This is an optimization exercise on Yosys and OpenROAD, whose aim is small area, a short achievable clock period and few clock cycles per item, not a production implementation. Function was checked by simulation only, so behaviour that the tests miss may differ from the original.

==> flow/design.v (excerpt) <==
module oflow_match (
	input  logic        clk,
	input  logic        reset_N,
	input  logic        start,
	input  logic        hist_we,
	input  logic [1:0]  hist_addr,
	input  logic [9:0]  hist_x_tl,
	input  logic [9:0]  hist_y_tl,
	input  logic [9:0]  hist_x_br,
	input  logic [9:0]  hist_y_br,
	input  logic [9:0]  cur_x_tl,
	input  logic [9:0]  cur_y_tl,
	input  logic [9:0]  cur_x_br,
	input  logic [9:0]  cur_y_br,
	output logic        done,
	output logic        busy,
	output logic [1:0]  best_idx,
	output logic [15:0] best_cost,
	output logic        no_match
);
For scale: about 420 flip-flops, roughly 110 I/O pins, roughly 42,000 µm² of cells after synthesis.
==> flow/config.mk <==
export PLATFORM = sky130hd
export DESIGN_NAME = oflow_match
export DESIGN_NICKNAME = oflow_match
export VERILOG_FILES = /design/flow/design.v
export SDC_FILE = /design/flow/constraint.sdc
export NUM_CORES = 4
export LEC_CHECK = 0
export CAP_MARGIN = 20
export CORE_MARGIN = 2
export CORE_UTILIZATION = 40
export SETUP_SLACK_MARGIN = 1.5
export SLEW_MARGIN = 20
export TNS_END_PERCENT = 100
==> flow/constraint.sdc <==
create_clock -name core_clock -period 9.0 [get_ports {clk}]
set_input_delay 1.8000 -clock core_clock [delete_from_list [all_inputs] [get_ports {clk}]]
set_output_delay 1.8000 -clock core_clock [all_outputs]
set_load 0.01 [all_outputs]
run.sh (not shown) runs the stock make flow with config.mk's settings and CLKGATE_MAP_FILE= SYNTH_SCRIPT=/design/flow/synth_recipe.tcl, a recipe that flattens the netlist after the stock synthesis.
The first run finished with timing, DRC and antenna clean.
Testbench counts at the start, summed over its fixed seeds: cycles 4,034, runs 512.
Then changed:
- SETUP_SLACK_MARGIN: 1.5 -> default
- TNS_END_PERCENT: 100 -> default
After rerunning: The changed run passed the timing, design-rule and antenna checks; area after synthesis is unchanged; critical path depth increases by 3; global-route usage decreases by 0.11 points; setup slack loses 0.70 ns.

Another version of the RTL of oflow_match (not shown whole).
Size: roughly 4600 cells after synthesis, ~110 I/O pins, roughly 42000 um2 of cells after synthesis.
export LEC_CHECK = 0
export CAP_MARGIN = 20
export CORE_MARGIN = 2
export CORE_UTILIZATION = 40
export SETUP_SLACK_MARGIN = 2.5
export SLEW_MARGIN = 20
export TNS_END_PERCENT = 100
create_clock -name core_clock -period 9.0 [get_ports {clk}]
The first run ran to the end with no violations.
Testbench counts at the start, summed over its fixed seeds: cycles 4,034, runs 512.
Rerun with:
Settings changed: CAP_MARGIN 20 to 10, SETUP_SLACK_MARGIN 2.5 to 2.25, SLEW_MARGIN 20 to 10.
Final cell count fell slightly.
Wire length fell slightly.
Sequential cell count is unchanged.
Setup slack degrades by 140 ps.

oflow_match, a different RTL version from the one above (not shown whole).
Size: ~5100 cells after synthesis, ~420 flip-flops, ~110 I/O pins, about 46000 um2 of cells after synthesis.
clock: 9.0 ns
lec_check: 0
cap_margin: 20
core_margin: 2
core_utilization: 40
setup_slack_margin: 1.5
slew_margin: 20
tns_end_percent: 100
The first run passed the timing, design-rule and antenna checks.
Testbench counts at the start, summed over its fixed seeds: cycles 3,622, runs 512.
==> next run, changes <==
--- a/flow/config.mk
+++ b/flow/config.mk
@@ -10,3 +10,3 @@
 export CORE_UTILIZATION = 40
-export SETUP_SLACK_MARGIN = 1.5
+export SETUP_SLACK_MARGIN = 2.5
 export SLEW_MARGIN = 20
Result: Setup slack is worse by 0.085 ns. Area after synthesis stays the same. Worst hold slack degrades by 0.0044 ns. Via count rose by 3.4%. Cell area goes up by 8.1%. Wire length went up by 5.9%. Register-to-register slack improved by 0.36 ns.

RTL: one of the versions met above, not the one the previous note started from.
Size: ~4600 cells after synthesis, roughly 110 I/O pins.
==> flow/config.mk <==
export PLATFORM = sky130hd
export DESIGN_NAME = oflow_match
export DESIGN_NICKNAME = oflow_match
export VERILOG_FILES = /design/flow/design.v
export SDC_FILE = /design/flow/constraint.sdc
export NUM_CORES = 4
export LEC_CHECK = 0
export CAP_MARGIN = 20
export CORE_MARGIN = 2
export CORE_UTILIZATION = 40
export SETUP_SLACK_MARGIN = 2.25
export SLEW_MARGIN = 20
export TNS_END_PERCENT = 100
==> flow/constraint.sdc <==
create_clock -name core_clock -period 9.0 [get_ports {clk}]
set_input_delay 1.8000 -clock core_clock [delete_from_list [all_inputs] [get_ports {clk}]]
set_output_delay 1.8000 -clock core_clock [all_outputs]
set_load 0.01 [all_outputs]
The baseline completed with no timing, DRC or antenna violations.
Testbench counts at the start, summed over its fixed seeds: cycles 4,034, runs 512.
Then changed:
SETUP_SLACK_MARGIN = 2.0   (was 2.25)
Effect: The new run finished with timing, DRC and antenna clean. Critical path depth came out lower by 6. Die area is unchanged. Final area came out lower by about 2.1%. Non-clock buffer count came out lower by 54. Final cell count came out lower by about 0.9%.

Another version of the RTL of oflow_match (not shown whole).
For scale: about 4600 cells after synthesis, roughly 420 flip-flops, ~110 I/O pins, about 42000 sq um of cells after synthesis.
Settings: LEC_CHECK=0, CAP_MARGIN=20, CORE_MARGIN=2, CORE_UTILIZATION=60, PLACE_DENSITY=0.7, SLEW_MARGIN=20; clock period 9.0 ns.
The first run went through all stages and came out clean.
Testbench counts at the start, summed over its fixed seeds: cycles 4,034, runs 512.
Change:
Settings changed: CORE_UTILIZATION 60 to 40, PLACE_DENSITY 0.7 to unset.
What happened:
- clock skew fell by 0.017 ns
- core utilization fell by 22 points
- worst hold slack is better by 0.0047 ns
- sequential share of layout area fell by 0.34 points

RTL: one of the versions met above, not the one the previous note started from.
For scale: roughly 420 flip-flops, ~0.042 mm^2 of cells after synthesis.
Design oflow_match, start of the top module:
module oflow_match (
	input  logic        clk,
	input  logic        reset_N,
	input  logic        start,
	input  logic        hist_we,
	input  logic [1:0]  hist_addr,
	input  logic [9:0]  hist_x_tl,
	input  logic [9:0]  hist_y_tl,
	input  logic [9:0]  hist_x_br,
	input  logic [9:0]  hist_y_br,
	input  logic [9:0]  cur_x_tl,
	input  logic [9:0]  cur_y_tl,
	input  logic [9:0]  cur_x_br,
	input  logic [9:0]  cur_y_br,
	output logic        done,
	output logic        busy,
	output logic [1:0]  best_idx,
	output logic [15:0] best_cost,
	output logic        no_match
);
Settings: LEC_CHECK=0, CAP_MARGIN=20, CORE_MARGIN=2, CORE_UTILIZATION=40, SETUP_SLACK_MARGIN=1.0, SLEW_MARGIN=20, TNS_END_PERCENT=100; clock period 9.0 ns.
Testbench counts at the start, summed over its fixed seeds: cycles 4,034, runs 512.
==> next run, changes <==
Settings changed: SETUP_SLACK_MARGIN 1.0 to 2.5.
What happened: Non-clock buffer count rose by 206; core utilization rises by 3.9 points; wire length rises by a little under a tenth; critical path depth is higher by 3; final area goes up by a little under a tenth; area after synthesis does not change; setup slack gets better by 0.77 ns.
==> next run, changes <==
Settings changed: SETUP_SLACK_MARGIN 2.5 to 2.0.
=> Routed wire length falls by 5.1%; worst hold slack gets better by 0.0053 ns; area after synthesis is unchanged; cell count falls by about 1.7%.

-- separate check: timing with driven ports --
The results above use ideal ports. As a check the final layouts listed here were re-extracted and re-timed, cells and wires unchanged.
Step 1 (the two cells are an assumption about what drives the block):
set clk [get_ports {clk}]
set_driving_cell -lib_cell sky130_fd_sc_hd__clkbuf_16 $clk
set_driving_cell -lib_cell sky130_fd_sc_hd__buf_2 [delete_from_list [all_inputs] $clk]
Step 2 moves the port delays by t, midway between the first and last clock arrival at a register: inputs arrive t later, outputs are due t later. That takes back most of the time a late clock gives input paths.
a / b / c = ideal ports / drivers / drivers and shift; a / b = the first two.
run	shift t [ns]	setup WS [ns]	worst setup path at the end
the first run of note 1	0.665	1.735 / 1.780 / 1.115	input to register
the second run of note 1	0.660	1.037 / 1.037 / 0.713	input to register
the first run of note 2	0.696	2.437 / 2.437 / 2.020	input to register
the second run of note 2	0.685	2.296 / 2.296 / 1.700	input to register
the first run of note 3	0.680	0.729 / 0.660 / 1.018	input to register
the second run of note 3	0.705	0.644 / 0.574 / 1.279	register to output
the first run of note 4	0.685	2.296 / 2.296 / 1.700	input to register
the second run of note 4	0.669	2.165 / 2.145 / 1.476	input to register
the first run of note 5	0.675	0.489 / 0.530 / -0.146	input to register
the second run of note 5	0.682	0.981 / 0.923 / 0.392	input to register
the first run of note 6	0.660	1.407 / 1.359 / 0.792	input to register
the second run of note 6	0.669	2.180 / 2.180 / 1.943	input to register
the third run of note 6	0.690	2.094 / 2.094 / 1.546	input to register
Met with ideal ports but missed after step 2: setup timing in the first run of note 5. The setup slack of the second run of note 4, which loses most, moves by -0.020 ns with the drivers and by -0.689 ns with both steps.
